This is an optimization exercise on Yosys and OpenROAD, whose aim is small area, not a production implementation.
Function was checked by simulation only, so behaviour that the tests miss may differ from the original. The flow treats the clock pin as an ideal source, which a real chip does not have.

==> job 1863 <==
// udp_rx_top
module udp_rx_top (
    input  logic                      rx_axis_aclk,
    input  logic                      rx_axis_aresetn,
    input  logic [64-1:0] ip_rx_axis_tdata,
    input  logic [8-1:0] ip_rx_axis_tkeep,
    input  logic                      ip_rx_axis_tvalid,
    input  logic                      ip_rx_axis_tlast,
    input  logic                      ip_rx_axis_tuser,
    input  logic [31:0]               recv_dst_ip_addr,
    input  logic [31:0]               recv_src_ip_addr,
    output logic [64-1:0] udp_rx_axis_tdata,
    output logic [8-1:0] udp_rx_axis_tkeep,
    output logic                      udp_rx_axis_tvalid,
    output logic                      udp_rx_axis_tlast
);
==> module udp_csum_lane, before the edit <==
module udp_csum_lane (
    input  logic        rx_axis_aclk,
    input  logic        rx_axis_aresetn,
    input  logic        hdr_take,    
    input  logic        pay_take,    
    input  logic        pkt_last,    
    input  logic [63:0] tdata,
    input  logic [7:0]  byte_en,
    input  logic [31:0] src_ip,
    input  logic [31:0] dst_ip,
    output logic        sum_ok       
);
    logic [15:0] acc;
    logic [15:0] w [4];
    logic [15:0] w2;
    logic [15:0] x;
    logic [15:0] y;
    logic [15:0] s1, c1, s2, c2, s3, c3, s4, c4, s5, c5;
    logic [16:0] sum;
    function automatic logic [31:0] csa(input logic [15:0] a, input logic [15:0] b,
                                        input logic [15:0] c);
        logic [15:0] m;
        m   = (a & b) | (a & c) | (b & c);
        csa = {m[14:0], m[15], a ^ b ^ c};
    endfunction
    for (genvar i = 0; i < 4; i++) begin : g_word
        assign w[i] = {tdata[16*i +: 8] & {8{byte_en[2*i]}},
                       tdata[16*i+8 +: 8] & {8{byte_en[2*i+1]}}};
    end
    assign w2 = hdr_take ? {w[2][14:0], w[2][15]} : w[2];
    always_comb begin
        x = 16'h0000;
        y = 16'h0000;
        if (hdr_take) begin
            x = src_ip[31:16];
            y = src_ip[15:0];
        end else if (pkt_last) begin
            x = dst_ip[31:16];
            y = dst_ip[15:0];
        end
    end
    assign {c1, s1} = csa(acc, w[0], w[1]);
    assign {c2, s2} = csa(w2, w[3], x);
    assign {c3, s3} = csa(s1, c1, s2);
    assign {c4, s4} = csa(c2, y, s3);
    assign {c5, s5} = csa(c3, s4, c4);
    assign sum_ok = (s5 == ~c5) || ((s5 == c5) && ((s5 == 16'h0000) || (s5 == 16'hffff)));
    assign sum = {1'b0, s5} + {1'b0, c5};
    always_ff @(posedge rx_axis_aclk) begin
        if (!rx_axis_aresetn || pkt_last) begin
            acc <= 16'd17;
        end else if (hdr_take || pay_take) begin
            acc <= sum[15:0] + {15'd0, sum[16]};
        end
    end
endmodule
Settings: LEC_CHECK=0, CAP_MARGIN=0, CORE_MARGIN=2, CORE_UTILIZATION=55, CTS_BUF_LIST=sky130_fd_sc_hd__clkbuf_8 sky130_fd_sc_hd__clkbuf_16, CTS_CLUSTER_DIAMETER=150, CTS_CLUSTER_SIZE=25, SLEW_MARGIN=0, SYNTH_MEMORY_MAX_BITS=8192; clock period 12.0 ns.
standard.sh (not shown) runs the stock make flow with config.mk's settings and CLKGATE_MAP_FILE= SYNTH_SCRIPT=/design/flow/synth_recipe.tcl, a recipe that flattens the netlist after the stock synthesis.
==> flow/flow/run.sh <==
#!/bin/bash
set -euo pipefail
export BUFFER_PORTS_ARGS="-buffer_cell sky130_fd_sc_hd__buf_1"
export CTS_ARGS="-sink_clustering_enable -repair_clock_nets -dont_use_dummy_load -sink_clustering_size 25 -sink_clustering_max_diameter 150 -buf_list {sky130_fd_sc_hd__clkbuf_8 sky130_fd_sc_hd__clkbuf_16}"
bash standard.sh > make_finish.log 2>&1
==> inputs of job 9387, as changes to job 1863 <==
--- a/flow/design.v
+++ b/flow/design.v
@@ -50,3 +50,3 @@
     assign {c5, s5} = csa(c3, s4, c4);
-    assign sum_ok = (s5 == ~c5) || ((s5 == c5) && ((s5 == 16'h0000) || (s5 == 16'hffff)));
+    assign sum_ok = (s5 == ~c5) || ((s5 == 16'hffff) && (c5 == 16'hffff));
     assign sum = {1'b0, s5} + {1'b0, c5};
==> flow/flow/run.sh (replaced) <==
#!/bin/bash
set -euo pipefail
export BUFFER_PORTS_ARGS="-buffer_cell sky130_fd_sc_hd__buf_1"
export CTS_ARGS="-sink_clustering_enable -repair_clock_nets -dont_use_dummy_load -sink_clustering_size 28 -sink_clustering_max_diameter 120 -buf_list {sky130_fd_sc_hd__clkbuf_8 sky130_fd_sc_hd__clkbuf_16}"
bash standard.sh > standard_finish.log 2>&1
Settings changed: CORE_UTILIZATION 55 to 50.
==> inputs of job 5444, as changes to job 1863 <==
--- a/flow/design.v
+++ b/flow/design.v
@@ -50,3 +50,3 @@
     assign {c5, s5} = csa(c3, s4, c4);
-    assign sum_ok = (s5 == ~c5) || ((s5 == c5) && ((s5 == 16'h0000) || (s5 == 16'hffff)));
+    assign sum_ok = (s5 == ~c5) || ((s5 == 16'hffff) && (c5 == 16'hffff));
     assign sum = {1'b0, s5} + {1'b0, c5};
==> flow/flow/run.sh (replaced) <==
#!/bin/bash
set -euo pipefail
here=$(pwd)
cat > "$here/area_synth.tcl" <<TCL
proc abc {args} {
  set i [lsearch -exact \$args -script]
  if { \$i >= 0 } {
    set args [lreplace \$args [expr {\$i + 1}] [expr {\$i + 1}] $here/flow/abc_area_nf.script]
  }
  yosys abc {*}\$args
}
source $here/synth_recipe.tcl
TCL
sed "s|SYNTH_SCRIPT=[^ ]*|SYNTH_SCRIPT=$here/area_synth.tcl|" standard.sh > area_standard.sh
grep -q "SYNTH_SCRIPT=$here/area_synth.tcl" area_standard.sh
export BUFFER_PORTS_ARGS="-buffer_cell sky130_fd_sc_hd__buf_1"
export CTS_ARGS="-sink_clustering_enable -repair_clock_nets -dont_use_dummy_load -sink_clustering_size 30 -sink_clustering_max_diameter 100 -buf_list {sky130_fd_sc_hd__clkbuf_8 sky130_fd_sc_hd__clkbuf_16}"
bash area_standard.sh > standard_finish.log 2>&1
==> flow/flow/abc_area_nf.script (new file) <==
strash
dch
map -a
strash
&get -n
&st
&dch
&nf -R 1000 -p
&st
&dch
&nf -R 1000 -p
&put
topo
stime -c
Settings changed: CORE_UTILIZATION 55 to 50.
==> metrics.cfg <==
[worst_setup_path]
worstPathCellList = buf_1 -> clkinv_1 -> nand2_1 -> or2_0 -> inv_2 -> buf_4 -> a22oi_1 -> fa_1 -> fa_1 -> fa_1 -> clkinv_1 -> fa_1 -> ha_1 -> nand4_1 -> or4_1 -> a211oi_1 -> and2_0 -> buf_4 -> a21oi_1 -> clkinv_1 -> buf_1
critPathBufInv = 8

[timing]
maxSlewHeadroom_pct = 18.5
final.period_utilization_pct = 94.7

[floorplanning]
std_cell_rows = 143
die-width_um = 396

[grt]
first_global_vias = 45161
grtUsageTotal_pct = 35.5

[routing]
detailedRoute.firstIterationViolations = 10537
routed_length_on_met1_um = 104000

[cts]
clkTransAtPathRegs_ns = 0.11
later_pin_clock_latency_in_the_skew_report_ns = 0.74

[outcome]
outcome = complete, no violations

[layout]
final_cell_mix = sky130_fd_sc_hd__edfxtp_1, sky130_fd_sc_hd__a22oi_1, sky130_fd_sc_hd__a222oi_1, sky130_fd_sc_hd__buf_1, sky130_fd_sc_hd__nand2_1

# the run above: job 5444

==> metrics.cfg <==
[cts]
later_pin_clock_latency_in_the_skew_report_ns = 0.76
clkTransAtPathRegs_ns = 0.10

[routing]
routed_length_on_met1_um = 106000

[grt]
grtUsageTotal_pct = 38.4

[timing]
final.period_utilization_pct = 91.5
maxSlewHeadroom_pct = 15.4

[floorplanning]
die-width_um = 383

[worst_setup_path]
worstPathCellList = buf_1 -> nor2_1 -> nand2_1 -> buf_4 -> inv_2 -> nor3b_1 -> a31oi_1 -> fa_1 -> fa_1 -> fa_1 -> fa_1 -> inv_1 -> ha_1 -> nor4_1 -> nand4_1 -> a21oi_1 -> o211ai_1 -> o21ai_0 -> buf_1
critPathBufInv = 5

[layout]
final_area_um2 = 85300
final_cell_mix = sky130_fd_sc_hd__edfxtp_1, sky130_fd_sc_hd__a22oi_1, sky130_fd_sc_hd__buf_1, sky130_fd_sc_hd__a22o_1, sky130_fd_sc_hd__nand4_1

[outcome]
outcome = complete, no violations

# the run above: job 1863

==> metrics.cfg <==
[grt]
grtUsageTotal_pct = 34.4
first_global_vias = 44762

[floorplanning]
std_cell_rows = 145
die-width_um = 401

[routing]
routed_length_on_met1_um = 104000

[cts]
later_pin_clock_latency_in_the_skew_report_ns = 0.76
clkTransAtPathRegs_ns = 0.09

[worst_setup_path]
critPathBufInv = 6

[layout]
final_cell_mix = sky130_fd_sc_hd__edfxtp_1, sky130_fd_sc_hd__a22oi_1, sky130_fd_sc_hd__buf_1, sky130_fd_sc_hd__a22o_1, sky130_fd_sc_hd__a221oi_1

[outcome]
outcome = complete, no violations

# the run above: job 9387

## re-timing with driven ports
How much do the figures lean on ideal ports? The routed layouts below were timed once more, with nothing changed but the port constraints.
Step 1 assumes that a clkbuf_16 drives the clock port and a buf_2 every other input.
Step 2 also shifts input and output timing later by t, the mid clock arrival at the registers, as if the neighbouring blocks saw the same clock.
Three values: no drivers, after step 1, after step 2; two values: the first two.
run | t, ns | setup slack, ns | hold slack, ns | latest minus earliest clock arrival (ns) | slew at the worst register clock pin (ns)
job 1863 | 0.811 | 1.021 / 1.000 / 1.000 | 0.465 / 0.465 / 0.465 | 0.083 / 0.083 | 0.11 / 0.11
job 9387 | 0.805 | 1.167 / 1.143 / 1.143 | 0.536 / 0.536 / 0.536 | 0.092 / 0.093 | 0.11 / 0.11
job 5444 | 0.786 | 0.634 / 0.546 / 0.546 | 0.510 / 0.510 / 0.510 | 0.080 / 0.081 | 0.12 / 0.12
After both steps setup and hold are still met in every run listed. The setup slack of job 5444, which loses most, moves by -0.088 ns with the drivers and by -0.088 ns with both steps.
